Context: an optimization exercise on an open-source flow, tuned for a short achievable clock period, few clock cycles per item and low power. The choices shown serve that exercise and are no tape-out recipe. No functional check of the RTL was part of any run shown here. Power figures rest on the tool's default switching activity, not on a simulated workload.

==> flow/design.v, too long to show whole: its modules and the start of the top module <==
// module fp_round_pack: 70 lines
// module fp_mul_pipe: 1964 lines
module fp_mul_pipe (
   input  logic        clk,
   input  logic        rst,
   input  logic        in_valid,
   output logic        in_ready,
   input  logic [31:0] op1,
   input  logic [31:0] op2,
   output logic        out_valid,
   input  logic        out_ready,
   output logic [31:0] res,
   output logic [3:0]  flags
);
  // ...
==> flow/run.sh <==
#!/bin/bash
# synth_recipe.tcl (not shown) runs the flow's synth.tcl, then flattens the netlist and writes it again
# the make line also repeats each setting of config.mk as NAME=value (left out here)
make -C /OpenROAD-flow-scripts/flow DESIGN_CONFIG=/design/flow/config.mk WORK_HOME=/design/flow/orfs CLKGATE_MAP_FILE= SYNTH_SCRIPT=/design/flow/synth_recipe.tcl finish
==> flow/config.mk <==
export PLATFORM = sky130hd
export DESIGN_NAME = fp_mul_pipe
export DESIGN_NICKNAME = fp_mul_pipe
export VERILOG_FILES = /design/flow/design.v
export SDC_FILE = /design/flow/constraint.sdc
export NUM_CORES = 4
export LEC_CHECK = 0
export ABC_CLOCK_PERIOD_IN_PS = 3000
export CAP_MARGIN = 20
export CORE_MARGIN = 2
export CORE_UTILIZATION = 60
export SETUP_SLACK_MARGIN = 5
export SLEW_MARGIN = 20
==> flow/constraint.sdc <==
create_clock -name core_clock -period 10.0 [get_ports {clk}]
set_input_delay 2.0000 -clock core_clock [delete_from_list [all_inputs] [get_ports {clk}]]
set_output_delay 2.0000 -clock core_clock [all_outputs]
set_load 0.01 [all_outputs]
==> reports/metrics.yaml, run 1 <==
timing:
  hold_viol: 0
  rsz0062_at_grt: "no"
  maxSlewHeadroom: 0.255
  min_period_ps: 4920
clock_network:
  cts_buffer_depth: 3
final_layout:
  insertedDiodeCount: 1
  final_util: 0.655
  reg_top3: "s1_x x48, s1_y x47"
  drive_above_1_share: 0.0598
  clock_cell_area_share: 0.0366
flow_run:
  drv_cap: 0
global_routing:
  grt_pass1_vias: 26600
  antenna_found_initial: 1
die:
  dieArea_um2: 55300
synth:
  yosysTopAreaCell: "edfxtp_1"
  ys_top_cells_by_area: "edfxtp_1, fa_1, a21oi_1"
  synth.avg_cell_area_um2: 8.38
  ys_async_sr_fraction: 0.0248
power:
  top_power_group: "combinational logic"
  p_switching_mw: 3.79
  combPwrFrac: 0.542
setup_path:
  critPathMaxStageDelay_ps: 760
  critPathMaxFanout: 19
detailed_routing:
  wl_per_cell_um: 22.3
  vias: 28300
place:
  post_dp_cell_area_um2: 33100
  dp_slack_ps: 4700
outcome:
  status: "no timing/DRC/antenna violations"
hold_path:
  hold_class: "flop to flop"
==> run 2, diff against run 1 <==
--- a/flow/config.mk
+++ b/flow/config.mk
@@ -6,8 +6,6 @@
 export NUM_CORES = 4
 export LEC_CHECK = 0
-export ABC_CLOCK_PERIOD_IN_PS = 3000
 export CAP_MARGIN = 20
 export CORE_MARGIN = 2
-export CORE_UTILIZATION = 60
-export SETUP_SLACK_MARGIN = 5
+export CORE_UTILIZATION = 40
 export SLEW_MARGIN = 20
==> run 2 against run 1 <==
Net effect:
- still clean
- hold slack improved by 2.1 ps
- non-clock buffer count did not move
- register-to-register slack got worse by 100 ps
- largest power group unchanged
==> reports/metrics.yaml, run 2 <==
final_layout:
  insertedDiodeCount: 0  # -1
  final_common_cell: "nor2_1"
  largest_reg_flops: 48
  fillers: 7773
  regMostFlops: "s1_x"
  syn_to_final_growth_pct: 8.86
  drive_above_1_share: 0.0541  # -0.00570
  final_cell_mix: "nor2_1, a21oi_1, inv_1"
  nNetsFinal: 4118
  reg_top3: "s1_x x48, s1_y x47"
clock_network:
  cts_max_level: 2
  cts_tree: "built"
  cts.clk_slew.worst_paths_ps: 60
  cts_buffer_depth: 3  # unchanged
  cts_buffers: 39
  cts_setup_buffers: 0
  clock_latency_ps: 600
  post_cts_resize_count: 0
  cts_sinks: 323
  hold_buffers: 0
  cts_root_buf: "clkbuf_16"
die:
  dieArea_um2: 82400  # +49%
  die_h_um: 287
  io_pins: 106
  core-area_um2: 79100
  core.rowCount: 103
  start_util: 0.405
  die_w_um: 287
power:
  p_leak_nw: 13.8
  ir_drop_v: 0.000133
  power_mw: 8.88
  powerDensity_nw_per_um2: 254
setup_path:
  cp.required_ps: 10300
  cp.arrival_ps: 5320
  startpoint_type: "flop"
  crit_type: "flop to flop"
  cp-end-kind: "flop"
  ff2ff_setup_slack_ps: 4980
  critPathMaxFanout: 63  # +44
synth:
  yosysTopAreaCell: "edfxtp_1"
  netlist.area_leader.share: 0.240
  yosys_most_used_dff: "edfxtp_1"
  netlist_area_um2: 32100
  syn_nets: 4278
  yosys_warnings: 2
  ys_seq_area_frac: 0.283
  synth_cells: 3826
  synth_edf_count: 256
  synth_seq_cells: 323
  ys_top_cells_by_area: "edfxtp_1, fa_1, a21oi_1"
  ys_async_sr_fraction: 0.0248  # unchanged
  synth.avg_cell_area_um2: 8.38  # unchanged
  synth_commonest_cells: "nor2_1, a21oi_1, inv_1"
  yosys.cell_types.count: 75
  yosysMostFrequentCell: "nor2_1"
detailed_routing:
  wl_per_cell_um: 20.2  # -9.6%
  vias: 27000  # -4.4%
  first_pass_iters: 6
  drt_iter0_markers: 2980
  viasPerCell: 5.69
  wl_um: 95800
  detail-route-antenna-nets: 0
  drc_errors: 0
outcome:
  status: "no timing/DRC/antenna violations"
global_routing:
  grt_pass1_wl_um: 148000
  grt_use_total: 0.230
  grt_overflow_total: 0
  grt_pass1_vias: 24700  # -7.0%
  antenna_found_initial: 2  # +1
  grt_max_degree: 92
timing:
  timing.fmax_mhz: 199
  tns_ps: 0
  setup_viol: 0
  worst_pin_slew_ps: 1180
  finalMaxSlewViolations: 0
  skew_ps: 45.0
  maxSlewHeadroom: 0.204  # -0.0503
  hold_ws_ps: 404
  hold_viol: 0  # unchanged
  period_share: 0.502
  rsz0062_at_grt: "no"
  min_period_ps: 5020  # +102 ps
place:
  hpwl_um: 65900
  io_buffer_count: 105
  place_congestion: 0.925
flow_run:
  drv_cap: 0  # unchanged
hold_path:
  hold_class: "flop to flop"
run 2: worst paths after layout:
kind                               startpoint                     to  depth (start not counted)
max in group asynchronous                 rst         v1$_DFFE_PN0N_                          1
max                          s0_fb[7]$_DFF_P_     s1_y[25]$_DFFE_PN_                         14
max reg2reg                  s0_fb[7]$_DFF_P_     s1_y[25]$_DFFE_PN_                         14
min                        s0_esum[2]$_DFF_P_   s1_esum[2]$_DFFE_PN_                          0
min reg2reg                s0_esum[2]$_DFF_P_   s1_esum[2]$_DFFE_PN_                          0
min in group asynchronous                 rst  out_valid$_DFFE_PN0N_                          1
run 2: power breakdown:
group          internal (mW)  switching [mW]
sequential              2.37           0.291
clock                  0.809           0.628
combinational           1.99            2.79
total                   5.17            3.70
run 2: worst max-delay path: stages, from the launching register on:
cell and delay, ps:
dfxtp_2 710, buf_4 630, nor2_1 110, nand2_1 90, o211ai_1 90, o21ai_0 100
o21ai_0 340, fa_1 660, fa_1 570, inv_1 60, fa_1 360, inv_1 80
fa_1 410, inv_1 80, fa_1 400
run 2: logic make-up (layout without fill, tap and decap cells):
| group | count (synthesis) | in the layout | synth area share |
|---|---|---|---|
| xor gates and xnor gates | 127 | 127 | 0.0347 |
| AOI/OAI and AO/OA | 1158 | 1158 | 0.218 |
| muxes | 41 | 41 | 0.0139 |
| and+or+nand+nor | 987 | 987 | 0.134 |
| DFF | 323 | 323 | 0.283 |
| adders and majority gates | 449 | 449 | 0.229 |
| buffers and inverters | 741 | 612 | 0.0873 |
run 2: area by class of cell:
class                   instances  area (um2)  share of cell area
well taps                    1050        1310              0.0376
flip-flops and latches        323        9100               0.261
clock inverters                21         258             0.00739
clock buffers                  51        1040              0.0298
multi-input cells            2762       20200               0.580
inverters                     366        1380              0.0395
repair buffers                174        1580              0.0453
run 2: routing by layer:
metal / up-vias / GRT usage / part of all wire
met5: - / 0 / 0
met4: 0 / 0.0775 / 0.037
met3: 186 / 0.0446 / 0.093
met2: 1188 / 0.348 / 0.43
met1: 12700 / 0.329 / 0.44
li1: 13000 / - / -
run 2: metrics by stage:
step | area, um2 | std cells | worst slack, ps | utilization
after floorplan | 32100 | 3826 | 4720 | -
after global placement | 33600 | 4674 | 5110 | 0.424
after detailed placement | 33600 | 4674 | 5070 | 0.424
after CTS | 34900 | 4746 | 5050 | 0.441
after global routing | 34900 | 4747 | 4690 | 0.441
final | 34900 | 4747 | 4980 | 0.441

-- re-timing with driven ports --
Ports are ideal in the flow. The routed layouts listed here were re-timed in OpenROAD.
Step 1 assumes that a clkbuf_16 drives the clock port and a buf_2 every other input.
Step 2 also shifts input and output timing later by t, the mid clock arrival at the registers, as if the neighbouring blocks saw the same clock.
Three values: ideal, step 1, step 2; two values: the first two.
| run | shift t [ns] | setup WS [ns] | worst hold slack (ns) | worst data-port slew with drivers (ns) |
|---|---|---|---|---|
| run 1 | 0.629 | 5.082 / 5.082 / 5.082 | 0.401 / 0.401 / 0.401 | 0.05 |
| run 2 | 0.641 | 4.980 / 4.980 / 4.980 | 0.404 / 0.404 / 0.404 | 0.09 |
After both steps setup and hold are still met in every run listed.
